From an optimization exercise on the open Yosys and OpenROAD flow, aimed at small area, a short achievable clock period and few clock cycles; shortcuts taken in it are not production practice.
Only simulation tests tie the RTL to the original design; equivalence was not proved.

## flow/design.v (module list and top-level ports; edited modules follow where they fit)
// module jvl_limit: 45 lines
// module jvl_integrate: 21 lines
// module jvl_booth: 40 lines
// module jvl_mul: 1329 lines
// module joint_velocity_limiter_integrator: 276 lines
module joint_velocity_limiter_integrator #(
  parameter int MAX_JOINTS = jvl_pkg::MAX_JOINTS_DEF
) (
  input  logic clk,
  input  logic rst,
  input  logic                                s_axis_tvalid,
  output logic                                s_axis_tready,
  input  logic [jvl_pkg::IN_TDATA_W-1:0]      s_axis_tdata,
  input  logic                                s_axis_tuser,
  output logic                                m_axis_tvalid,
  input  logic                                m_axis_tready,
  output logic [jvl_pkg::OUT_TDATA_W-1:0]     m_axis_tdata,
  input  logic                                cfg_we,
  input  logic [jvl_pkg::CFG_IDX_W-1:0]       cfg_index,
  input  logic [jvl_pkg::CFG_DATA_W-1:0]      cfg_data
);
  // ...
==> flow/flow/run.sh <==
#!/bin/bash
# The standard layout (the standard.sh: standard synthesis, floorplan, power grid,
# placement, CTS, routing) with two changes to how it is made:
#  - ORFS's timing repair is asked to leave 18 ns of setup slack at the design's
#    24 ns clock, so it works on every path longer than 6 ns;
#  - the buffers that placement puts on every input and output port are buf_2 cells
#    instead of the delay-buffer cells it picks by default.
# The constraints (SDC) and clock period are the design's, unchanged.
set -o pipefail
bash standard.sh SETUP_SLACK_MARGIN=18 "BUFFER_PORTS_ARGS=-buffer_cell sky130_fd_sc_hd__buf_2" finish > standard_flow.log 2>&1
==> flow/standard.sh <==
#!/bin/bash
# synth_recipe.tcl (not shown) runs the flow's synth.tcl, then flattens the netlist and writes it again
# the make line also repeats each setting of config.mk as NAME=value (left out here)
make -C /OpenROAD-flow-scripts/flow DESIGN_CONFIG=/design/flow/config.mk WORK_HOME=/design/flow/orfs CLKGATE_MAP_FILE= SYNTH_SCRIPT=/design/flow/synth_recipe.tcl "${@:-finish}"
==> flow/config.mk <==
export PLATFORM = sky130hd
export DESIGN_NAME = joint_velocity_limiter_integrator
export DESIGN_NICKNAME = joint_velocity_limiter_integrator
export VERILOG_FILES = /design/flow/design.v
export SDC_FILE = /design/flow/constraint.sdc
export NUM_CORES = 4
export LEC_CHECK = 0
export CAP_MARGIN = 20
export CORE_MARGIN = 2
export CORE_UTILIZATION = 55
export CTS_BUF_LIST = sky130_fd_sc_hd__clkbuf_4 sky130_fd_sc_hd__clkbuf_8
export SLEW_MARGIN = 20
==> flow/constraint.sdc <==
create_clock -name core_clock -period 24.0 [get_ports {clk}]
set_input_delay 4.8000 -clock core_clock [delete_from_list [all_inputs] [get_ports {clk}]]
set_output_delay 4.8000 -clock core_clock [all_outputs]
set_load 0.01 [all_outputs]
==> impl_metrics.csv, run 1 <==
group,metric,value,unit
sta,fin_crit,6512,ps
logic_synthesis,synth_top_family_by_area,"adder cells",
logic_synthesis,ys.flop_type,"edfxtp_1",
global_route,grt_use_met3,4.193,%
clocking,clock_latency,860,ps
place,place_ws,16110,ps
sta,rsz0062_at_grt,"true",
global_route,grt_pass1_wl,261200,um
worst_setup_path,criticalPathCategory,"reg -> reg",
outcome,status,"complete, no violations",
worst_setup_path,start_kind,"flop",
global_route,antenna_found_initial,4,
global_route,grt_pass1_vias,42860,
drt,met1Wirelength,80130,um
logic_synthesis,avgSynthCellArea,11.50,sq um
cells_and_area,syn_to_final_growth,18.00,%
global_route,grt.met1_usage,47.29,%
cells_and_area,top_regs,"tgt_store (256), vel_store (160), out_d (55)",
clocking,path_clk_slew,60,ps
worst_setup_path,endpoint,"vel_store[4][18]",
sta,hold_viol_final,0,
floorplan,io_pins,245,
worst_setup_path,arrival,7220,ps
cells_and_area,num-nets-final,6684,
global_route,top_usage_layer,"met1",
logic_synthesis,synthXorXnorAreaFrac,5.307,%
worst_setup_path,crit_top_cell,"o21a_1",
logic_synthesis,synth-adder-area-share,18.71,%
logic_synthesis,synth_seq_area_share,46.93,%
logic_synthesis,syn-cell-area,60570,sq um
drt,wl_met3,13440,um
Testbench counts, summed over its fixed seeds: cycles 32,160.
==> run 2, diff against run 1 <==
--- a/flow/config.mk
+++ b/flow/config.mk
@@ -9,4 +9,3 @@
 export CORE_MARGIN = 2
 export CORE_UTILIZATION = 55
-export CTS_BUF_LIST = sky130_fd_sc_hd__clkbuf_4 sky130_fd_sc_hd__clkbuf_8
 export SLEW_MARGIN = 20
==> run 2 against run 1 <==
- still clean
- cell count is 1.7% lower
- first-iteration DRC count down 3.4%
- largest cell class unchanged
- critical path depth is 3 lower
- count of clock-buffer cells in the layout shrank 103
- worst setup slack improved by 52 ps
==> impl_metrics.csv, run 2 <==
group,metric,value,unit
floorplan,core_region_area,109000,sq um
worst_setup_path,crit_top_cell,"o21a_1",
logic_synthesis,synth_area_leaders,"edfxtp_1, ha_1, fa_1, a22oi_1, xnor2_1",
cells_and_area,final_cell_area,71160,sq um
clocking,cts_tree,"done",
sta,setup_violations,0,
global_route,antenna_found_initial,5,
sta,setup-tns-final,0,ps
global_route,top_usage_layer,"met1",
clocking,cts.path.max_buffers,3,
cells_and_area,drive_above_1_share,18.57,%
logic_synthesis,synth_common_cells,"edfxtp_1, ha_1, inv_1, a22oi_1, nor2_1",
floorplan,die_h,335.9,um
floorplan,io_pins,245,
clocking,cts.sink_count,962,
clocking,htreeDepth,3,
logic_synthesis,synth_top_area_share,45.41,%
logic_synthesis,avgSynthCellArea,11.50,sq um
worst_setup_path,start_kind,"flop",
cells_and_area,largest_reg_flops,256,
global_route,grt.met1_usage,46.52,%
floorplan,start_util,55.57,%
sta,slew-limit-headroom,26.74,%
clocking,path_clk_slew,60,ps
global_route,grt_use_met3,4.394,%
global_route,grt_max_degree,111,
cells_and_area,multi_input_area,31570,sq um
sta,hold_viol_final,0,
logic_synthesis,synth_cell_types,87,
logic_synthesis,synth_seq_area_share,46.93,%
cells_and_area,syn_to_final_growth,17.49,%
logic_synthesis,synthCells,5268,
place,io_buffers,236,
drt,routed_via_density,6.093,
worst_setup_path,criticalPathCategory,"reg -> reg",
logic_synthesis,syn-cell-area,60570,sq um
drt,postRouteAntennaNets,0,
floorplan,dieArea,112800,sq um
logic_synthesis,async_reset_ff_share,0,%
cells_and_area,largest_register,"tgt_store",
sta,fmaxAchievable,154.8,MHz
sta,rsz0062_at_grt,"true",
sta,fin_crit_sh,26.92,%
worst_setup_path,required,24550,ps
floorplan,fp-row-count,121,
hold_path,hp-class,"reg -> reg",
worst_setup_path,crit_path_max_fanout,9,
cells_and_area,nFillCells,8471,
cells_and_area,seq_area,28430,sq um
drt,firstDrtPassIters,8,
place,postPlaceCellArea,63840,sq um
logic_synthesis,ys.flop_type,"edfxtp_1",
logic_synthesis,ys_ff_latch,962,
cells_and_area,final_cells,7152,
worst_setup_path,cp-end-kind,"flop",
sta,skew,64.70,ps
clocking,cts_buffers,98,
logic_synthesis,synth.largest_area_cell,"edfxtp_1",
place,place_ws,16110,ps
drt,vias,43580,
worst_setup_path,crit_slowest_cell,"a311o_2",
global_route,grt_remaining_overflow,0,
sta,postLayoutSetupSlackWorst,17540,ps
cells_and_area,num-nets-final,6608,
sta,fin_crit,6460,ps
outcome,status,"complete, no violations",
global_route,grt_use_met2,44.73,%
clocking,cts_root_buffer,"clkbuf_16",
sta,slew_viol_final,0,
cells_and_area,final_cell_mix,"edfxtp_1, inv_1, ha_1",
sta,max_slew.worst_pin.slew,1096,ps
flow_run,cap_violations,0,
drt,drtIter0Drc,4223,
place,gp_congestion,0.9127,
logic_synthesis,yosys_warnings,3,
global_route,grt_pass1_vias,41960,
logic_synthesis,synth_enable_flop_cells,916,
place,dp_hpwl,113900,um
drt,routed_wl,171200,um
logic_synthesis,syn-num-nets,6221,
cells_and_area,top_regs,"tgt_store (256), vel_store (160), out_d (55)",
logic_synthesis,yosysMostFrequentCell,"edfxtp_1",
worst_setup_path,max_stage_delay,460,ps
global_route,grt_use_total,30.19,%
place,dp_cells,6779,
clocking,clock_latency,720,ps
drt,drc,0,
cells_and_area,final_common_cell,"edfxtp_1",
global_route,grt_pass1_wl,257300,um
worst_setup_path,arrival,7010,ps
drt,wl_per_cell,23.94,um
floorplan,die_x,335.9,um
clocking,hold_buffers,0,
## run 2: cell counts after synthesis
Identical to the previous run, type by type.
## run 2: kinds of logic after synthesis
logic type / count (synthesis) / share of synthesized area, %
buffers and inverters: 796 / 4.960
adder cells (fa/ha/maj): 766 / 18.71
other: 1 / 0.006191
XOR/XNOR: 367 / 5.307
flip-flops: 962 / 46.93
AO/OA/AOI/OAI: 1276 / 14.47
AND/OR/NAND/NOR: 1008 / 8.027
multiplexers: 92 / 1.589
## run 2: metal layers
metal	part of all wire (%)	vias up	routed length, um
li1	-	20020	-
met1	47	21630	79780
met2	44	1683	74570
met3	7.6	243	12970
met4	2.3	0	3915
met5	0	-	0
## run 2: final timing paths
kind / slack (ps) / start / endpoint / cells after the start
max: 17540 / r0_under / r0_last[5] / 30
min: 390 / r2_hi[10] / r3_hi[10] / 0
max reg2reg: 17540 / r0_under / r0_last[5] / 30
min reg2reg: 390 / r2_hi[10] / r3_hi[10] / 0
## run 2: worst max-delay path, delay by kind of cell (launching register included)
family / cells / cell delay (ps)
buf+inv: 5 / 700
simple gates: 11 / 1900
mux: 1 / 150
compound gates: 10 / 2340
flops: 1 / 420
fa+ha+maj: 3 / 760
## run 2: layout make-up
| type | count | area share [%] |
|---|---|---|
| timing repair buffer | 528 | 5.767 |
| antenna | 2 | 0.007033 |
| multi-input combinational | 3529 | 44.36 |
| clock inverter | 69 | 1.029 |
| tap | 1414 | 2.486 |
| inverter | 536 | 2.845 |
| sequential | 962 | 39.95 |
| clock buffer | 112 | 3.550 |
## run 2: repair_timing
item	CTS	global route
resized for setup	354	140
gates cloned	30	3
setup endpoints to repair	587	577
buffers inserted	101	56
pin swaps	136	101
## run 2: through the flow
step           hold slack [ps]  utilization, %
3_3_place_gp             401.8           58.55
5_1_grt                  407.0           65.28
6_report                 394.2           65.29
4_1_cts                  395.1           64.19
2_1_floorplan            400.3               -
3_5_place_dp             404.5           58.57
==> module joint_velocity_limiter_integrator, before the edit <==
module joint_velocity_limiter_integrator #(
  parameter int MAX_JOINTS = jvl_pkg::MAX_JOINTS_DEF
) (
  input  logic clk,
  input  logic rst,
  input  logic                                s_axis_tvalid,
  output logic                                s_axis_tready,
  input  logic [jvl_pkg::IN_TDATA_W-1:0]      s_axis_tdata,
  input  logic                                s_axis_tuser,
  output logic                                m_axis_tvalid,
  input  logic                                m_axis_tready,
  output logic [jvl_pkg::OUT_TDATA_W-1:0]     m_axis_tdata,
  input  logic                                cfg_we,
  input  logic [jvl_pkg::CFG_IDX_W-1:0]       cfg_index,
  input  logic [jvl_pkg::CFG_DATA_W-1:0]      cfg_data
);
  localparam int PW = jvl_pkg::POS_W;
  localparam int VW = jvl_pkg::VEL_W;
  localparam int DW = jvl_pkg::DT_W;
  localparam int JW = jvl_pkg::JOINT_W;
  localparam int NJ = 8;
  localparam logic [PW-1:0] CmdMax = PW'(jvl_pkg::VEL_MAX);
  localparam logic [PW-1:0] CmdMin = 32'hFFFA_0000;    
  localparam logic [PW-1:0] PosMin = {1'b1, {(PW-1){1'b0}}};
  localparam logic [PW-1:0] PosMax = {1'b0, {(PW-1){1'b1}}};
  logic [jvl_pkg::COUNT_W-1:0] num_joints;
  logic [DW-1:0]               default_step, default_dt;
  logic                        clear;
  always_ff @(posedge clk) begin
    if (rst) begin
      num_joints   <= jvl_pkg::NUM_JOINTS_RST;
      default_step <= jvl_pkg::DEFAULT_STEP_RST;
    end else if (cfg_we) begin
      if (cfg_index == jvl_pkg::CFG_NUM_JOINTS) begin
        num_joints <= cfg_data[jvl_pkg::COUNT_W-1:0];
      end else begin
        default_step <= cfg_data;
      end
    end
  end
  assign clear = rst || (cfg_we && (cfg_index == jvl_pkg::CFG_NUM_JOINTS));
  assign default_dt = (default_step != '0) ? default_step : DW'(1);
  logic          adv, skid_v;
  logic [JW-1:0] skid_j;
  logic [JW-1:0] in_j;
  logic [PW-1:0] in_cmd;
  logic [DW-1:0] in_step, in_dt;
  logic          in_act, in_over, in_under;
  always_comb begin
    in_j     = s_axis_tdata[2:0];
    in_cmd   = s_axis_tdata[34:3];
    in_step  = s_axis_tdata[152:133];
    in_dt    = (in_step != '0) ? in_step : default_dt;
    in_act   = num_joints[3] || (in_j < num_joints[2:0]);
    in_over  = !in_cmd[PW-1] && (in_cmd > CmdMax);
    in_under = in_cmd[PW-1] && (in_cmd < CmdMin);
  end
  logic          r0_v, r0_sync, r0_lo_en, r0_hi_en, r0_over, r0_under;
  logic [JW-1:0] r0_j;
  logic signed [VW-1:0] r0_last, in_last;
  logic [VW-1:0] r0_cmd;
  logic [DW-1:0] r0_dt;
  logic [PW-1:0] r0_pos, r0_lo, r0_hi;
  always_ff @(posedge clk) begin
    if (rst) begin
      r0_v <= 1'b0;
    end else if (adv) begin
      r0_v <= s_axis_tvalid && in_act;
    end
  end
  always_ff @(posedge clk) begin
    if (adv) begin
      r0_sync  <= (s_axis_tuser == jvl_pkg::REQ_SYNC);
      r0_j     <= in_j;
      r0_cmd   <= in_cmd[VW-1:0];
      r0_over  <= in_over;
      r0_under <= in_under;
      r0_dt    <= in_dt;
      r0_pos   <= s_axis_tdata[66:35];
      r0_lo    <= s_axis_tdata[98:67];
      r0_hi    <= s_axis_tdata[130:99];
      r0_lo_en <= s_axis_tdata[131];
      r0_hi_en <= s_axis_tdata[132];
      r0_last  <= in_last;
    end
  end
  logic signed [VW-1:0] s2_cmd;
  logic signed [PW+1:0] s2_lo_gap, s2_hi_gap;
  logic                 s2_nlo, s2_nhi, s2_cross;
  logic [PW-1:0]        s2_lo, s2_hi;
  always_comb begin
    s2_cmd = r0_over ? CmdMax[VW-1:0] : r0_under ? CmdMin[VW-1:0] : r0_cmd;
    s2_lo_gap = {{2{r0_pos[PW-1]}}, r0_pos} - {{2{r0_lo[PW-1]}}, r0_lo}
              - (PW+2)'(jvl_pkg::MARGIN + 1);
    s2_hi_gap = {{2{r0_pos[PW-1]}}, r0_pos} - {{2{r0_hi[PW-1]}}, r0_hi}
              + (PW+2)'(jvl_pkg::MARGIN);
    s2_nlo = r0_lo_en && s2_lo_gap[PW+1];
    s2_nhi = r0_hi_en && !s2_hi_gap[PW+1];
    s2_cross = r0_lo_en && r0_hi_en && ($signed(r0_lo) > $signed(r0_hi));
    if (r0_sync) begin
      s2_lo = r0_pos;
      s2_hi = r0_pos;
    end else begin
      s2_lo = s2_cross ? r0_hi : r0_lo_en ? r0_lo : PosMin;
      s2_hi = r0_hi_en ? r0_hi : PosMax;
    end
  end
  logic signed [VW-1:0] vel_store [NJ];
  logic [NJ-1:0]        vel_ok;
  logic signed [VW-1:0] s2_vel, in_read;
  logic                 s2_we;
  always_comb begin
    in_read = '0;
    for (int k = 0; k < NJ; k++) begin
      in_read = in_read | (vel_store[k] & {VW{vel_ok[k] && (in_j == JW'(k))}});
    end
  end
  assign s2_we   = adv && r0_v && !r0_sync;
  assign in_last = (r0_v && !r0_sync && (in_j == r0_j)) ? s2_vel : in_read;
  jvl_limit u_limit (
    .cmd     (s2_cmd),
    .last    (r0_last),
    .dt      (r0_dt),
    .near_lo (s2_nlo),
    .near_hi (s2_nhi),
    .vel     (s2_vel)
  );
  always_ff @(posedge clk) begin
    if (s2_we) begin
      vel_store[r0_j] <= s2_vel;
    end
  end
  always_ff @(posedge clk) begin
    if (clear) begin
      vel_ok <= '0;
    end else if (s2_we) begin
      vel_ok[r0_j] <= 1'b1;
    end
  end
  jvl_booth u_booth (
    .dt  (r0_dt),
    .one (s2_one),
    .two (s2_two),
    .neg (s2_neg)
  );
  logic          r2_v, r2_sync;
  logic [JW-1:0] r2_j;
  logic signed [VW-1:0] r2_vel;
  logic [10:0]   s2_one, s2_two, s2_neg, r2_one;
  logic [9:0]    r2_two, r2_neg;
  logic [PW-1:0] r2_lo, r2_hi;
  always_ff @(posedge clk) begin
    if (rst) begin
      r2_v <= 1'b0;
    end else if (adv) begin
      r2_v <= r0_v;
    end
  end
  always_ff @(posedge clk) begin
    if (adv) begin
      r2_sync <= r0_sync;
      r2_j    <= r0_j;
      r2_vel  <= s2_vel;
      r2_one  <= s2_one;
      r2_two  <= s2_two[9:0];
      r2_neg  <= s2_neg[9:0];
      r2_lo   <= s2_lo;
      r2_hi   <= s2_hi;
    end
  end
  logic signed [VW-1:0] s3_step;
  logic signed [PW-1:0] s3_read, s3_last, s4_tgt;
  logic [JW-1:0]        s3_addr;
  jvl_mul u_mul (
    .v    (r2_vel),
    .one  (r2_one),
    .two  ({1'b0, r2_two}),
    .neg  ({1'b0, r2_neg}),
    .step (s3_step)
  );
  logic          r3_v, r3_sync;
  logic [JW-1:0] r3_j;
  logic signed [VW-1:0] r3_vel, r3_step;
  logic signed [PW-1:0] r3_last;
  logic [PW-1:0] r3_lo, r3_hi;
  always_ff @(posedge clk) begin
    if (rst) begin
      r3_v <= 1'b0;
    end else if (adv) begin
      r3_v <= r2_v;
    end
  end
  always_ff @(posedge clk) begin
    if (adv) begin
      r3_sync <= r2_sync;
      r3_j    <= r2_j;
      r3_vel  <= r2_vel;
      r3_step <= s3_step;
      r3_last <= s3_last;
      r3_lo   <= r2_lo;
      r3_hi   <= r2_hi;
    end
  end
  logic signed [PW-1:0] tgt_store [NJ];
  logic [NJ-1:0]        tgt_ok;
  logic                 s4_res, s4_we;
  assign s3_addr = skid_v ? skid_j : r2_j;
  always_comb begin
    s3_read = '0;
    for (int k = 0; k < NJ; k++) begin
      s3_read = s3_read | (tgt_store[k] & {PW{tgt_ok[k] && (s3_addr == JW'(k))}});
    end
  end
  assign s4_we   = adv && r3_v;
  assign s4_res  = s4_we && !r3_sync;
  assign s3_last = (r3_v && (r2_j == r3_j)) ? s4_tgt : s3_read;
  jvl_integrate u_integrate (
    .step        (r3_step),
    .target      (r3_last),
    .lo          (r3_lo),
    .hi          (r3_hi),
    .target_next (s4_tgt)
  );
  always_ff @(posedge clk) begin
    if (s4_we) begin
      tgt_store[r3_j] <= s4_tgt;
    end
  end
  always_ff @(posedge clk) begin
    if (clear) begin
      tgt_ok <= '0;
    end else if (s4_we) begin
      tgt_ok[r3_j] <= 1'b1;
    end
  end
  localparam int OW = VW + PW + JW;
  logic          out_v, rdy, out_free, out_v_nx, skid_v_nx;
  logic [OW-1:0] out_d;
  logic signed [VW-1:0] skid_vel;
  assign out_free = !out_v || m_axis_tready;
  assign adv      = !skid_v;
  always_comb begin
    if (out_free) begin
      out_v_nx  = skid_v || s4_res;
      skid_v_nx = 1'b0;
    end else begin
      out_v_nx  = 1'b1;
      skid_v_nx = skid_v || s4_res;
    end
  end
  always_ff @(posedge clk) begin
    if (rst) begin
      out_v  <= 1'b0;
      skid_v <= 1'b0;
      rdy    <= 1'b1;
    end else begin
      out_v  <= out_v_nx;
      skid_v <= skid_v_nx;
      rdy    <= !skid_v_nx;
    end
  end
  always_ff @(posedge clk) begin
    if (out_free) begin
      out_d <= skid_v ? {skid_vel, s3_read, skid_j} : {r3_vel, s4_tgt, r3_j};
    end
  end
  always_ff @(posedge clk) begin
    if (adv) begin
      skid_j   <= r3_j;
      skid_vel <= r3_vel;
    end
  end
  assign s_axis_tready = rdy;
  assign m_axis_tvalid = out_v;
  assign m_axis_tdata  = {1'b0, out_d};
endmodule
==> run 3, diff against run 2 <==
--- a/flow/design.v
+++ b/flow/design.v
@@ -1503,5 +1503,6 @@
   logic [PW-1:0] in_cmd;
   logic [DW-1:0] in_step, in_dt;
-  logic          in_act, in_over, in_under;
+  logic          in_act;
+  logic signed [VW-1:0] in_cmd_c;
   always_comb begin
     in_j     = s_axis_tdata[2:0];
@@ -1510,11 +1511,16 @@
     in_dt    = (in_step != '0) ? in_step : default_dt;
     in_act   = num_joints[3] || (in_j < num_joints[2:0]);
-    in_over  = !in_cmd[PW-1] && (in_cmd > CmdMax);
-    in_under = in_cmd[PW-1] && (in_cmd < CmdMin);
+    if (!in_cmd[PW-1] && (in_cmd > CmdMax)) begin
+      in_cmd_c = CmdMax[VW-1:0];
+    end else if (in_cmd[PW-1] && (in_cmd < CmdMin)) begin
+      in_cmd_c = CmdMin[VW-1:0];
+    end else begin
+      in_cmd_c = in_cmd[VW-1:0];
+    end
   end
-  logic          r0_v, r0_sync, r0_lo_en, r0_hi_en, r0_over, r0_under;
+  logic          r0_v, r0_sync, r0_lo_en, r0_hi_en;
   logic [JW-1:0] r0_j;
   logic signed [VW-1:0] r0_last, in_last;
-  logic [VW-1:0] r0_cmd;
+  logic signed [VW-1:0] r0_cmd;
   logic [DW-1:0] r0_dt;
   logic [PW-1:0] r0_pos, r0_lo, r0_hi;
@@ -1530,7 +1536,5 @@
       r0_sync  <= (s_axis_tuser == jvl_pkg::REQ_SYNC);
       r0_j     <= in_j;
-      r0_cmd   <= in_cmd[VW-1:0];
-      r0_over  <= in_over;
-      r0_under <= in_under;
+      r0_cmd   <= in_cmd_c;
       r0_dt    <= in_dt;
       r0_pos   <= s_axis_tdata[66:35];
@@ -1542,10 +1546,8 @@
     end
   end
-  logic signed [VW-1:0] s2_cmd;
   logic signed [PW+1:0] s2_lo_gap, s2_hi_gap;
   logic                 s2_nlo, s2_nhi, s2_cross;
   logic [PW-1:0]        s2_lo, s2_hi;
   always_comb begin
-    s2_cmd = r0_over ? CmdMax[VW-1:0] : r0_under ? CmdMin[VW-1:0] : r0_cmd;
     s2_lo_gap = {{2{r0_pos[PW-1]}}, r0_pos} - {{2{r0_lo[PW-1]}}, r0_lo}
               - (PW+2)'(jvl_pkg::MARGIN + 1);
@@ -1576,5 +1578,5 @@
   assign in_last = (r0_v && !r0_sync && (in_j == r0_j)) ? s2_vel : in_read;
   jvl_limit u_limit (
-    .cmd     (s2_cmd),
+    .cmd     (r0_cmd),
     .last    (r0_last),
     .dt      (r0_dt),
==> run 3 against run 2 <==
- maximum frequency is 5.2% higher
- highest routed layer unchanged
- clock skew is 9.7 ps lower
- die area is 1.7% higher
- global-route usage increased by 0.93 points
- register-to-register slack improved by 420 ps
- synthesized cell count increased by 2.0%
- cell count grew 1.8%
- worst hold slack better by 20 ps
- utilization down 0.86 points
- area after synthesis increased by 1.7%
==> impl_metrics.csv, run 3 <==
group,metric,value,unit
cells_and_area,final_cell_area,71400,sq um
drt,drtIter0Drc,4319,
logic_synthesis,synth_enable_flop_cells,914,
worst_setup_path,crit_path_max_fanout,1,
place,dp_cells,6919,
cells_and_area,num-nets-final,6658,
worst_setup_path,worstReg2RegEnd,"r3_step[19]",
place,postPlaceCellArea,64680,sq um
logic_synthesis,synth_seq_area_share,46.04,%
sta,fin_crit_sh,25.57,%
logic_synthesis,ys_ff_latch,960,
floorplan,die_h,338.7,um
sta,hold_viol_final,0,
global_route,grt_pass1_vias,43240,
clocking,cts_root_buffer,"clkbuf_16",
hold_path,hold-path-endpoint,"r3_hi[30]",
worst_setup_path,reg2reg_depth,20,
sta,slew_viol_final,0,
cells_and_area,syn_to_final_growth,15.89,%
worst_setup_path,required,19200,ps
floorplan,core_region_area,110800,sq um
drt,firstDrtPassIters,6,
logic_synthesis,async_reset_ff_share,0,%
global_route,grt_remaining_overflow,0,
worst_setup_path,cp-end-kind,"output port",
logic_synthesis,yosys_warnings,3,
logic_synthesis,synthCells,5375,
clocking,cts.path.max_buffers,3,
floorplan,dieArea,114700,sq um
worst_setup_path,reg2reg_from,"r2_vel[12]",
cells_and_area,final_cells,7279,
sta,max_slew.worst_pin.slew,1238,ps
logic_synthesis,synth_top_area_share,44.55,%
worst_setup_path,path_cells,"buf_2",
cells_and_area,final_cell_mix,"edfxtp_1, inv_1, ha_1",
clocking,cts_buffers,98,
worst_setup_path,critical-path-top-delay-family,"flip-flops",
worst_setup_path,criticalPathCategory,"reg -> out",
logic_synthesis,ys.flop_type,"edfxtp_1",
global_route,grt_max_degree,192,
cells_and_area,drive_above_1_share,18.16,%
place,place_ws,16700,ps
worst_setup_path,max_stage_delay,440,ps
logic_synthesis,syn-cell-area,61610,sq um
sta,whs,413.9,ps
logic_synthesis,synth_common_cells,"edfxtp_1, inv_1, ha_1, a22oi_1, nand2_1",
sta,postLayoutSetupSlackWorst,17860,ps
cells_and_area,largest_register,"tgt_store",
hold_path,hold_depth,0,
worst_setup_path,crit_buf_inv,1,
sta,fmaxAchievable,162.9,MHz
logic_synthesis,avgSynthCellArea,11.46,sq um
worst_setup_path,ff2ff_setup_slack,17960,ps
clocking,htreeDepth,3,
sta,setup_violations,0,
floorplan,fp-row-count,122,
global_route,grt_use_total,31.12,%
clocking,cts.sink_count,960,
clocking,path_clk_slew,70,ps
cells_and_area,final_common_cell,"edfxtp_1",
floorplan,io_pins,245,
cells_and_area,largest_reg_flops,256,
hold_path,worstHoldStart,"r2_hi[30]",
sta,rsz0062_at_grt,"true",
logic_synthesis,syn-num-nets,6328,
drt,wl_per_cell,25.02,um
floorplan,start_util,55.60,%
clocking,hold_buffers,0,
logic_synthesis,yosysMostFrequentCell,"edfxtp_1",
sta,setup-tns-final,0,ps
floorplan,die_x,338.7,um
flow_run,cap_violations,0,
drt,routed_via_density,6.130,
worst_setup_path,arrival,1340,ps
worst_setup_path,start_kind,"flop",
place,io_buffers,236,
drt,routed_wl,182100,um
clocking,clock_latency,720,ps
cells_and_area,top_regs,"tgt_store (256), vel_store (160), out_d (55)",
logic_synthesis,synth_area_leaders,"edfxtp_1, ha_1, fa_1, a22oi_1, xnor2_1",
logic_synthesis,synth.largest_area_cell,"edfxtp_1",
global_route,grt_pass1_wl,270800,um
sta,skew,55.00,ps
logic_synthesis,synth_cell_types,98,
sta,fin_crit,6138,ps
outcome,status,"complete, no violations",
sta,slew-limit-headroom,16.92,%
cells_and_area,finalCoreUtilization,64.43,%
worst_setup_path,crit_slowest_cell,"edfxtp_1",
global_route,antenna_found_initial,3,
hold_path,hp-class,"reg -> reg",
drt,vias,44620,
place,dp_hpwl,123300,um
drt,postRouteAntennaNets,0,
clocking,cts_tree,"done",
drt,drc,0,
place,gp_congestion,0.9249,
run 3: worst max-delay path by stage:
stage,start,to,slack (ps),depth (start not counted)
finish,out_d[15],m_axis_tdata[15],17860,1
global route,r2_two[1],r3_step[17],17790,21
CTS,out_d[16],m_axis_tdata[16],17820,1
detailed placement,r0_dt[5],r2_vel[1],16700,19
global placement,r0_dt[5],r2_vel[0],16770,19
floorplan,skid_v,out_d[32],15650,10
run 3: repair_timing:
item | CTS | global route
setup buffers | 102 | 55
pin swaps | 78 | 102
resized for setup | 243 | 168
setup endpoints to repair | 610 | 491
cloned | 10 | 7
run 3: area by class of cell:
cell class | count | area [sq um]
fillers | 8718 | 39420
multi-input cells | 3602 | 32200
flip-flops and latches | 960 | 28370
repair buffers | 507 | 3732
clock buffers | 118 | 2618
inverters | 536 | 2029
well taps | 1488 | 1862
clock inverters | 65 | 584.3
diodes | 3 | 7.507
run 3: routing by layer:
layer | wire [um] | vias up | part of all wire (%) | GRT usage (%)
met2 | 78180 | 1950 | 43 | 45.71
met5 | 0 | - | 0 | 0
met4 | 5956 | 0 | 3.3 | 9.398
met1 | 82120 | 21960 | 45 | 47.00
met3 | 15890 | 332 | 8.7 | 5.585
li1 | - | 20370 | - | -
run 3: logic make-up after synthesis:
logic type      count (synthesis)  synth area share, %
flops                         960                46.04
compound gates               1405                15.98
simple gates                  994                8.096
mux                            70                1.208
buf+inv                       821                5.186
xor+xnor                      358                5.089
fa+ha+maj                     766                18.39
other cells                     1             0.006086
Testbench counts of run 3, summed over its fixed seeds: cycles 32,160.
==> run 4, diff against run 3 <==
--- a/flow/config.mk
+++ b/flow/config.mk
@@ -9,3 +9,5 @@
 export CORE_MARGIN = 2
 export CORE_UTILIZATION = 55
+export CTS_CLUSTER_DIAMETER = 100
+export CTS_CLUSTER_SIZE = 30
 export SLEW_MARGIN = 20
==> run 4 against run 3 <==
- largest cell class unchanged
- critical path depth unchanged
- worst setup slack better by 3.7 ps
- maximum frequency hardly changed
- register-to-register slack lost 70 ps
==> impl_metrics.csv, run 4 <==
group,metric,value,unit
worst_setup_path,arrival,1330,ps
sta,setup-tns-final,0,ps
clocking,cts_tree,"done",
cells_and_area,nFillCells,8937,
drt,vias,44010,
clocking,path_clk_slew,110,ps
logic_synthesis,synth_cell_types,98,
logic_synthesis,synth_common_cells,"edfxtp_1, inv_1, ha_1, a22oi_1, nand2_1",
sta,fin_crit,6134,ps
clocking,hold_buffers,0,
worst_setup_path,ff2ff_setup_slack,17890,ps
flow_run,cap_violations,0,
logic_synthesis,synth.largest_area_cell,"edfxtp_1",
clocking,clock_latency,700,ps
worst_setup_path,cp-end-kind,"output port",
worst_setup_path,startpoint,"out_d[15]",
place,gp_congestion,0.9249,
logic_synthesis,syn-num-nets,6328,
global_route,grt_max_degree,192,
cells_and_area,finalCoreUtilization,62.48,%
sta,max_slew.worst_pin.slew,1205,ps
global_route,grt_remaining_overflow,0,
outcome,status,"complete, no violations",
drt,drc,0,
global_route,antenna_found_initial,5,
place,dp_hpwl,123300,um
cells_and_area,final_cell_mix,"edfxtp_1, inv_1, ha_1",
drt,routed_via_density,6.153,
cells_and_area,largest_reg_flops,256,
sta,skew,49.75,ps
sta,slew-limit-headroom,19.10,%
global_route,grt_pass1_wl,266500,um
logic_synthesis,async_reset_ff_share,0,%
cells_and_area,final_cell_area,69240,sq um
drt,firstDrtPassIters,6,
logic_synthesis,ys_ff_latch,960,
worst_setup_path,critical-path-top-delay-family,"flip-flops",
worst_setup_path,max_stage_delay,460,ps
clocking,cts_buffers,44,
floorplan,die_x,338.7,um
drt,wl_per_cell,25.14,um
floorplan,io_pins,245,
cells_and_area,drive_above_1_share,16.08,%
drt,routed_wl,179800,um
sta,setup_violations,0,
cells_and_area,num-nets-final,6577,
worst_setup_path,crit_slowest_cell,"edfxtp_1",
place,place_ws,16700,ps
worst_setup_path,reg2reg_from,"r2_one[0]",
drt,drtIter0Drc,4398,
place,postPlaceCellArea,64680,sq um
sta,hold_viol_final,0,
logic_synthesis,ys.flop_type,"edfxtp_1",
worst_setup_path,path_cells,"buf_2",
cells_and_area,multi_input_area,32070,sq um
cells_and_area,final_cells,7153,
logic_synthesis,synth_area_leaders,"edfxtp_1, ha_1, fa_1, a22oi_1, xnor2_1",
clocking,cts_root_buffer,"clkbuf_16",
global_route,grt_pass1_vias,42210,
cells_and_area,largest_register,"tgt_store",
logic_synthesis,avgSynthCellArea,11.46,sq um
worst_setup_path,crit_buf_inv,1,
cells_and_area,seq_area,28370,sq um
logic_synthesis,yosys_warnings,3,
hold_path,hp-class,"reg -> reg",
sta,fin_crit_sh,25.56,%
clocking,cts.path.max_buffers,3,
logic_synthesis,yosysMostFrequentCell,"edfxtp_1",
clocking,htreeDepth,2,
floorplan,die_h,338.7,um
sta,slew_viol_final,0,
place,io_buffers,236,
sta,rsz0062_at_grt,"true",
cells_and_area,top_regs,"tgt_store (256), vel_store (160), out_d (55)",
logic_synthesis,synthCells,5375,
floorplan,fp-row-count,122,
worst_setup_path,required,19200,ps
clocking,cts.sink_count,960,
sta,whs,420.7,ps
drt,postRouteAntennaNets,0,
logic_synthesis,syn-cell-area,61610,sq um
floorplan,core_region_area,110800,sq um
cells_and_area,final_common_cell,"edfxtp_1",
sta,fmaxAchievable,163.0,MHz
logic_synthesis,synth_enable_flop_cells,914,
hold_path,worstHoldStart,"r2_hi[6]",
logic_synthesis,synth_top_area_share,44.55,%
place,dp_cells,6919,
worst_setup_path,crit_path_max_fanout,1,
global_route,grt_use_total,30.59,%
logic_synthesis,synth_seq_area_share,46.04,%
worst_setup_path,start_kind,"flop",
floorplan,start_util,55.60,%
worst_setup_path,criticalPathCategory,"reg -> out",
floorplan,dieArea,114700,sq um
sta,postLayoutSetupSlackWorst,17870,ps
cells_and_area,syn_to_final_growth,12.38,%
run 4: final cells by class:
class,count,share of cell area [%]
multi-input combinational,3599,46.32
sequential,960,40.98
timing repair buffer,483,4.883
inverter,536,2.931
tap,1488,2.689
clock buffer,65,1.704
clock inverter,17,0.4771
antenna,5,0.01807
run 4: timing repair:
item                       CTS  global route
setup endpoints to repair  611           528
setup buffers               80            56
resized for setup          219           158
pin swaps                   64            92
cloned                       4             7
run 4: layer usage:
metal	share of wire (%)	up-vias	global-route usage, %
li1	-	20180	-
met1	45	21740	46.46
met2	43	1794	45.17
met3	8.4	288	5.305
met4	3.2	4	8.370
met5	0.014	-	0
run 4: kinds of logic after synthesis:
kind of cell	count (synthesis)	share of synthesized area (%)
compound gates	1405	15.98
other cells	1	0.006086
simple gates	994	8.096
mux	70	1.208
xor+xnor	358	5.089
fa+ha+maj	766	18.39
buf+inv	821	5.186
flops	960	46.04
run 4: final timing paths:
check | to | cells after the start
worst max-delay path | m_axis_tdata[15] | 1
worst min-delay path | r3_hi[6] | 0
worst max register to register | r3_step[19] | 21
worst min register to register | r3_hi[6] | 0
==> run 5, diff against run 4 <==
==> flow/flow/run.sh (replaced) <==
#!/bin/bash
# The standard layout (the standard.sh: standard synthesis, floorplan, power grid,
# placement, CTS, routing) with two changes to how it is made:
#  - ORFS's timing repair is asked to leave 17.8 ns of setup slack at the design's
#    24 ns clock, so it works on every path longer than 6.2 ns;
#  - the buffers that placement puts on every input and output port are buf_2 cells
#    instead of the delay-buffer cells it picks by default.
# The constraints (SDC) and clock period are the design's, unchanged.
set -o pipefail
bash standard.sh SETUP_SLACK_MARGIN=17.8 "BUFFER_PORTS_ARGS=-buffer_cell sky130_fd_sc_hd__buf_2" finish > standard_flow.log 2>&1
==> run 5 against run 4 <==
- non-clock buffer count is 40 lower
- critical endpoint is now r3_step[19]
- wire length down 1.1%
- cell count is 0.69% lower
==> impl_metrics.csv, run 5 <==
group,metric,value,unit
clocking,cts.path.max_buffers,3,
place,gp_congestion,0.8984,
worst_setup_path,arrival,6710,ps
logic_synthesis,async_reset_ff_share,0,%
drt,postRouteAntennaNets,0,
logic_synthesis,synth.largest_area_cell,"edfxtp_1",
logic_synthesis,synthXorXnorAreaFrac,5.089,%
cells_and_area,nFillCells,9152,
cells_and_area,num-nets-final,6536,
drt,drc,0,
clocking,clock_latency,710,ps
global_route,grt_max_degree,200,
worst_setup_path,required,24420,ps
outcome,status,"complete, no violations",
logic_synthesis,synth_area_leaders,"edfxtp_1, ha_1, fa_1, a22oi_1, xnor2_1",
logic_synthesis,avgSynthCellArea,11.46,sq um
sta,slew-limit-headroom,16.64,%
cells_and_area,seq_area,28370,sq um
sta,skew,45.79,ps
cells_and_area,largest_register,"tgt_store",
drt,wl_met2,77950,um
drt,top_layer,"met4",
sta,fin_crit,6291,ps
cells_and_area,final_cells,7104,
worst_setup_path,reg2reg_depth,22,
sta,whs,427.5,ps
sta,hold_viol_final,0,
logic_synthesis,synth-adder-area-share,18.39,%
logic_synthesis,synth_seq_area_share,46.04,%
cells_and_area,top_regs,"tgt_store (256), vel_store (160), out_d (55)",
drt,firstDrtPassIters,6,
floorplan,core_region_area,110800,sq um
logic_synthesis,synth-simple-area-share,8.096,%
worst_setup_path,crit_buf_inv,4,
logic_synthesis,synth_cell_types,98,
drt,drtIter0Drc,4170,
clocking,cts.sink_count,960,
logic_synthesis,synthMuxAreaShare,1.208,%
logic_synthesis,syn-num-nets,6328,
clocking,cts_root_buffer,"clkbuf_16",
clocking,cts_tree,"done",
logic_synthesis,synth_top_family_by_area,"adder cells",
drt,met1Wirelength,82460,um
worst_setup_path,path_cells,"buf_6 > a22oi_2 > xor2_1 > fa_1 > inv_2 > fa_1 > fa_1 > inv_2 > fa_1 > fa_1 > inv_2 > ha_4 > a21o_1 > a21o_1 > a21o_1 > a221o_1 > a21oi_4 > o2111ai_4 > a31oi_4 > o41ai_4 > a21oi_2 > xnor2_2",
worst_setup_path,crit_path_max_fanout,7,
global_route,antenna_found_initial,5,
drt,vias,43790,
clocking,hold_buffers,0,
drt,wl_met3,12840,um
place,dp_cells,6909,
clocking,path_clk_slew,110,ps
worst_setup_path,start_kind,"flop",
clocking,htreeDepth,2,
global_route,grt_remaining_overflow,0,
logic_synthesis,syn-cell-area,61610,sq um
logic_synthesis,yosys_warnings,3,
drt,routed_wl,177900,um
logic_synthesis,synthCells,5375,
place,dp_hpwl,123200,um
sta,fin_crit_sh,26.21,%
drt,routed_via_density,6.164,
logic_synthesis,ys_ff_latch,960,
global_route,grt_pass1_vias,42310,
sta,rsz0062_at_grt,"true",
floorplan,fp-row-count,122,
logic_synthesis,yosysMostFrequentCell,"edfxtp_1",
cells_and_area,largest_reg_flops,256,
logic_synthesis,synth_top_area_share,44.55,%
cells_and_area,drive_above_1_share,13.96,%
sta,fmaxAchievable,159.0,MHz
worst_setup_path,critical-path-top-delay-family,"adder cells",
worst_setup_path,reg2reg_from,"r2_vel[17]",
worst_setup_path,crit_top_cell,"fa_1",
clocking,cts_buffers,43,
logic_synthesis,synth_enable_flop_cells,914,
worst_setup_path,crit_slowest_cell,"edfxtp_1",
global_route,grt_use_total,30.38,%
worst_setup_path,cp-end-kind,"flop",
place,io_buffers,236,
sta,postLayoutSetupSlackWorst,17710,ps
floorplan,io_pins,245,
cells_and_area,final_cell_mix,"edfxtp_1, inv_1, ha_1",
worst_setup_path,path_depth,22,
cells_and_area,final_common_cell,"edfxtp_1",
sta,setup-tns-final,0,ps
worst_setup_path,startpoint,"r2_vel[17]",
logic_synthesis,ys.flop_type,"edfxtp_1",
worst_setup_path,criticalPathCategory,"reg -> reg",
hold_path,hp-class,"reg -> reg",
hold_path,hold_depth,0,
cells_and_area,syn_to_final_growth,10.33,%
global_route,grt_pass1_wl,265300,um
floorplan,start_util,55.60,%
logic_synthesis,synth_common_cells,"edfxtp_1, inv_1, ha_1, a22oi_1, nand2_1",
flow_run,cap_violations,0,
logic_synthesis,synth_compound_area_share,15.98,%
place,place_ws,16590,ps
floorplan,die_h,338.7,um
floorplan,dieArea,114700,sq um
sta,setup_violations,0,
drt,wl_per_cell,25.04,um
cells_and_area,multi_input_area,31390,sq um
floorplan,die_x,338.7,um
sta,slew_viol_final,0,
worst_setup_path,max_stage_delay,580,ps
hold_path,worstHoldStart,"r2_hi[15]",
sta,max_slew.worst_pin.slew,1250,ps
-- run 5: cell counts after synthesis --
No cell type changed its count.
-- run 5: final cells by class --
cell class / instances / share of cell area, %
Inverter: 536 / 2.987
Clock buffer: 57 / 1.660
Antenna cell: 1 / 0.003681
Multi-Input combinational cell: 3599 / 46.17
Clock inverter: 20 / 0.4417
Timing Repair Buffer: 443 / 4.259
Sequential cell: 960 / 41.74
Tap cell: 1488 / 2.739
-- run 5: cells by family (layout without fill, tap and decap cells) --
kind of cell	after synthesis	count (layout)
AOI/OAI and AO/OA	1405	1407
xor gates and xnor gates	358	358
adders and majority gates	766	766
buffers and inverters	821	1056
DFF	960	960
muxes	70	70
other	1	2
and+or+nand+nor	994	997
-- run 5: timing repair --
item	4_1_cts	5_1_grt
setup buffers	67	42
resized for setup	135	120
cloned	3	5
setup endpoints to repair	538	519
pin swaps	18	54
-- run 5: worst paths after layout --
path,endpoint,slack (ps)
worst max-delay path,r3_step[19],17710
worst min-delay path,r3_hi[15],430
worst max register to register,r3_step[19],17710
worst min register to register,r3_hi[15],430
-- run 5: worst reg2reg max path: stages (launching register included) --
cell       delay (ps)
edfxtp_1          580
buf_6             200
a22oi_2           150
xor2_1            110
fa_1              560
inv_2              60
fa_1              510
fa_1              530
inv_2              50
fa_1              490
fa_1              500
inv_2              50
ha_4              240
a21o_1            150
a21o_1            150
a21o_1            150
a221o_1           360
a21oi_4           250
o2111ai_4         210
a31oi_4           300
o41ai_4           120
a21oi_2           190
xnor2_2           110
-- run 5: through the flow --
step	utilization, %	instance area [sq um]
floorplan	-	61870
global route	61.34	67980
detailed placement	58.19	64490
finish	61.34	67980
global placement	58.19	64490
CTS	60.55	67100
-- run 5: layer usage --
layer	global-route usage [%]	vias up
met2	45.85	1637
met3	3.533	222
met5	0	-
li1	-	20070
met4	7.731	0
met1	46.67	21860
==> run 6, diff against run 5 <==
--- a/flow/config.mk
+++ b/flow/config.mk
@@ -8,6 +8,6 @@
 export CAP_MARGIN = 20
 export CORE_MARGIN = 2
-export CORE_UTILIZATION = 55
-export CTS_CLUSTER_DIAMETER = 100
-export CTS_CLUSTER_SIZE = 30
+export CORE_UTILIZATION = 70
+export CTS_CLUSTER_DIAMETER = 80
+export CTS_CLUSTER_SIZE = 25
 export SLEW_MARGIN = 20
==> run 6 against run 5 <==
- cell count is 4.1% lower
- sequential share of layout area decreased by 0.23 points
- die area fell by 21%
- count of clock-buffer cells in the layout rose by 17
- area after synthesis unchanged
- still clean on timing, DRC and antenna
- via count is 4.3% higher
- cell area rose by 0.55%
==> impl_metrics.csv, run 6 <==
group,metric,value,unit
sta,skew,36.90,ps
floorplan,fp-row-count,108,
sta,setup-tns-final,0,ps
cells_and_area,syn_to_final_growth,10.94,%
worst_setup_path,required,24430,ps
sta,rsz0062_at_grt,"true",
global_route,grt_pass1_vias,43240,
global_route,grt_remaining_overflow,0,
drt,postRouteAntennaNets,0,
clocking,htreeDepth,2,
hold_path,hp-class,"reg -> reg",
worst_setup_path,max_stage_delay,550,ps
drt,drtIter0Drc,5359,
clocking,path_clk_slew,110,ps
logic_synthesis,yosysMostFrequentCell,"edfxtp_1",
floorplan,io_pins,245,
clocking,cts_tree,"done",
logic_synthesis,ys_ff_latch,960,
worst_setup_path,critical-path-top-delay-family,"adder cells",
worst_setup_path,cp-end-kind,"flop",
worst_setup_path,criticalPathCategory,"reg -> reg",
cells_and_area,final_cells,6813,
logic_synthesis,synth_seq_area_share,46.04,%
cells_and_area,num-nets-final,6568,
clocking,cts_buffers,51,
sta,slew_viol_final,0,
global_route,grt_max_degree,116,
drt,firstDrtPassIters,6,
logic_synthesis,async_reset_ff_share,0,%
drt,drc,0,
logic_synthesis,synth.largest_area_cell,"edfxtp_1",
flow_run,cap_violations,0,
outcome,status,"complete, no violations",
worst_setup_path,start_kind,"flop",
logic_synthesis,synth_common_cells,"edfxtp_1, inv_1, ha_1, a22oi_1, nand2_1",
sta,fin_crit,6262,ps
cells_and_area,largest_register,"tgt_store",
worst_setup_path,arrival,6690,ps
drt,routed_wl,173300,um
drt,wl_per_cell,25.44,um
logic_synthesis,syn-num-nets,6328,
cells_and_area,final_cell_mix,"edfxtp_1, ha_1, inv_1",
place,postPlaceCellArea,63990,sq um
sta,whs,426.3,ps
clocking,cts_root_buffer,"clkbuf_16",
sta,fmaxAchievable,159.7,MHz
cells_and_area,nFillCells,5352,
logic_synthesis,synth_enable_flop_cells,914,
worst_setup_path,crit_buf_inv,5,
drt,vias,45680,
cells_and_area,final_cell_area,68350,sq um
clocking,cts.path.max_buffers,3,
sta,fin_crit_sh,26.09,%
logic_synthesis,yosys_warnings,3,
place,dp_cells,6567,
floorplan,die_x,300.7,um
floorplan,core_region_area,87020,sq um
floorplan,die_h,300.7,um
floorplan,start_util,70.80,%
worst_setup_path,crit_top_cell,"fa_1",
worst_setup_path,crit_slowest_cell,"fa_1",
cells_and_area,final_common_cell,"edfxtp_1",
place,dp_hpwl,115900,um
logic_synthesis,synthCells,5375,
logic_synthesis,synth_area_leaders,"edfxtp_1, ha_1, fa_1, a22oi_1, xnor2_1",
logic_synthesis,avgSynthCellArea,11.46,sq um
logic_synthesis,ys.flop_type,"edfxtp_1",
sta,slew-limit-headroom,16.97,%
logic_synthesis,synth_cell_types,98,
place,io_buffers,236,
sta,hold_viol_final,0,
global_route,grt_use_total,37.32,%
sta,setup_violations,0,
worst_setup_path,path_cells,"buf_4 > a22oi_2 > xor2_1 > fa_1 > inv_1 > fa_1 > fa_1 > inv_1 > fa_1 > fa_1 > inv_1 > ha_4 > a21o_1 > a21o_1 > a221o_1 > a21oi_4 > o2111ai_4 > a31oi_4 > o41ai_4 > buf_4 > xor2_1",
logic_synthesis,synth_top_area_share,44.55,%
cells_and_area,drive_above_1_share,14.80,%
logic_synthesis,syn-cell-area,61610,sq um
place,gp_congestion,0.9675,
cells_and_area,largest_reg_flops,256,
clocking,cts.sink_count,960,
drt,routed_via_density,6.705,
cells_and_area,top_regs,"tgt_store (256), vel_store (160), out_d (55)",
global_route,grt_pass1_wl,255300,um
global_route,antenna_found_initial,5,
clocking,clock_latency,700,ps
floorplan,dieArea,90410,sq um
sta,max_slew.worst_pin.slew,1237,ps
worst_setup_path,crit_path_max_fanout,4,
run 6: cell counts after synthesis:
Identical to the previous run, type by type.
run 6: path summary, 6_finish.rpt:
kind                            startpoint     endpoint  slack, ps  cells after the start
worst min register to register   r2_lo[24]    r3_lo[24]        430                      0
worst max register to register   r2_one[0]  r3_step[18]      17740                     21
worst max-delay path             r2_one[0]  r3_step[18]      17740                     21
worst min-delay path             r2_lo[24]    r3_lo[24]        430                      0
run 6: area by class of cell:
cell class                      instances  area [sq um]  share of cell area (%)
Tap cell                             1155          1445                   2.114
Sequential cell                       960         28370                   41.51
Timing Repair Buffer                  465          3237                   4.735
Inverter                              536          2031                   2.971
Clock inverter                         19         300.3                  0.4393
Antenna cell                            3         7.507                 0.01098
Multi-Input combinational cell       3601         31580                   46.20
Clock buffer                           74          1384                   2.025
run 6: logic make-up after synthesis:
| group | after synthesis | synth area share [%] |
|---|---|---|
| AOI/OAI and AO/OA | 1405 | 15.98 |
| xor gates and xnor gates | 358 | 5.089 |
| adders and majority gates | 766 | 18.39 |
| buffers and inverters | 821 | 5.186 |
| DFF | 960 | 46.04 |
| muxes | 70 | 1.208 |
| other | 1 | 0.006086 |
| and+or+nand+nor | 994 | 8.096 |
run 6: repair_timing:
action | CTS | global route
buffers inserted | 75 | 62
gates cloned | 6 | 7
setup endpoints to repair | 506 | 552
pin swaps | 23 | 67
resized for setup | 136 | 143
hold buffers | 0 | 0
run 6: per-layer routing:
layer | vias to the layer above | routed length, um | global-route usage (%)
met5 | - | 78 | 0
met4 | 6 | 6907 | 12.35
met3 | 411 | 21230 | 7.973
met2 | 2800 | 74890 | 54.76
met1 | 22300 | 70240 | 55.73
li1 | 20160 | - | -
run 6: through the flow:
step                setup slack [ps]  util [%]
CTS                            17760     77.05
floorplan                      15650         -
detailed placement             16230     73.53
finish                         17740     78.55
global placement               16300     73.53
global route                   17670     78.55

==> afterwards: timing with drivers on the ports <==
The flow's constraints put no driver on any port. The routed layouts listed below were extracted and timed again, unchanged, in two steps. Step 1 assumes that a clkbuf_16 drives the clock port and a buf_2 every other input. Step 2 moves the port delays by t, midway between the first and last clock arrival at a register: inputs arrive t later, outputs are due t later. That takes back most of the time a late clock gives input paths. Three values: ideal, step 1, step 2; two values: the first two.
run | t, ns | setup WS [ns] | slew at the worst register clock pin (ns)
run 1 | 0.909 | 17.488 / 17.488 / 17.111 | 0.07 / 0.07
run 2 | 0.760 | 17.540 / 17.540 / 17.167 | 0.07 / 0.07
run 3 | 0.774 | 17.862 / 17.784 / 17.295 | 0.08 / 0.08
run 4 | 0.752 | 17.866 / 17.788 / 17.278 | 0.12 / 0.12
run 5 | 0.762 | 17.709 / 17.709 / 17.102 | 0.12 / 0.12
run 6 | 0.758 | 17.738 / 17.738 / 17.086 | 0.11 / 0.11
After both steps setup and hold are still met in every run listed. For run 6, which loses most, drivers alone change the setup slack by 0.000 ns; drivers and shift together by -0.652 ns.
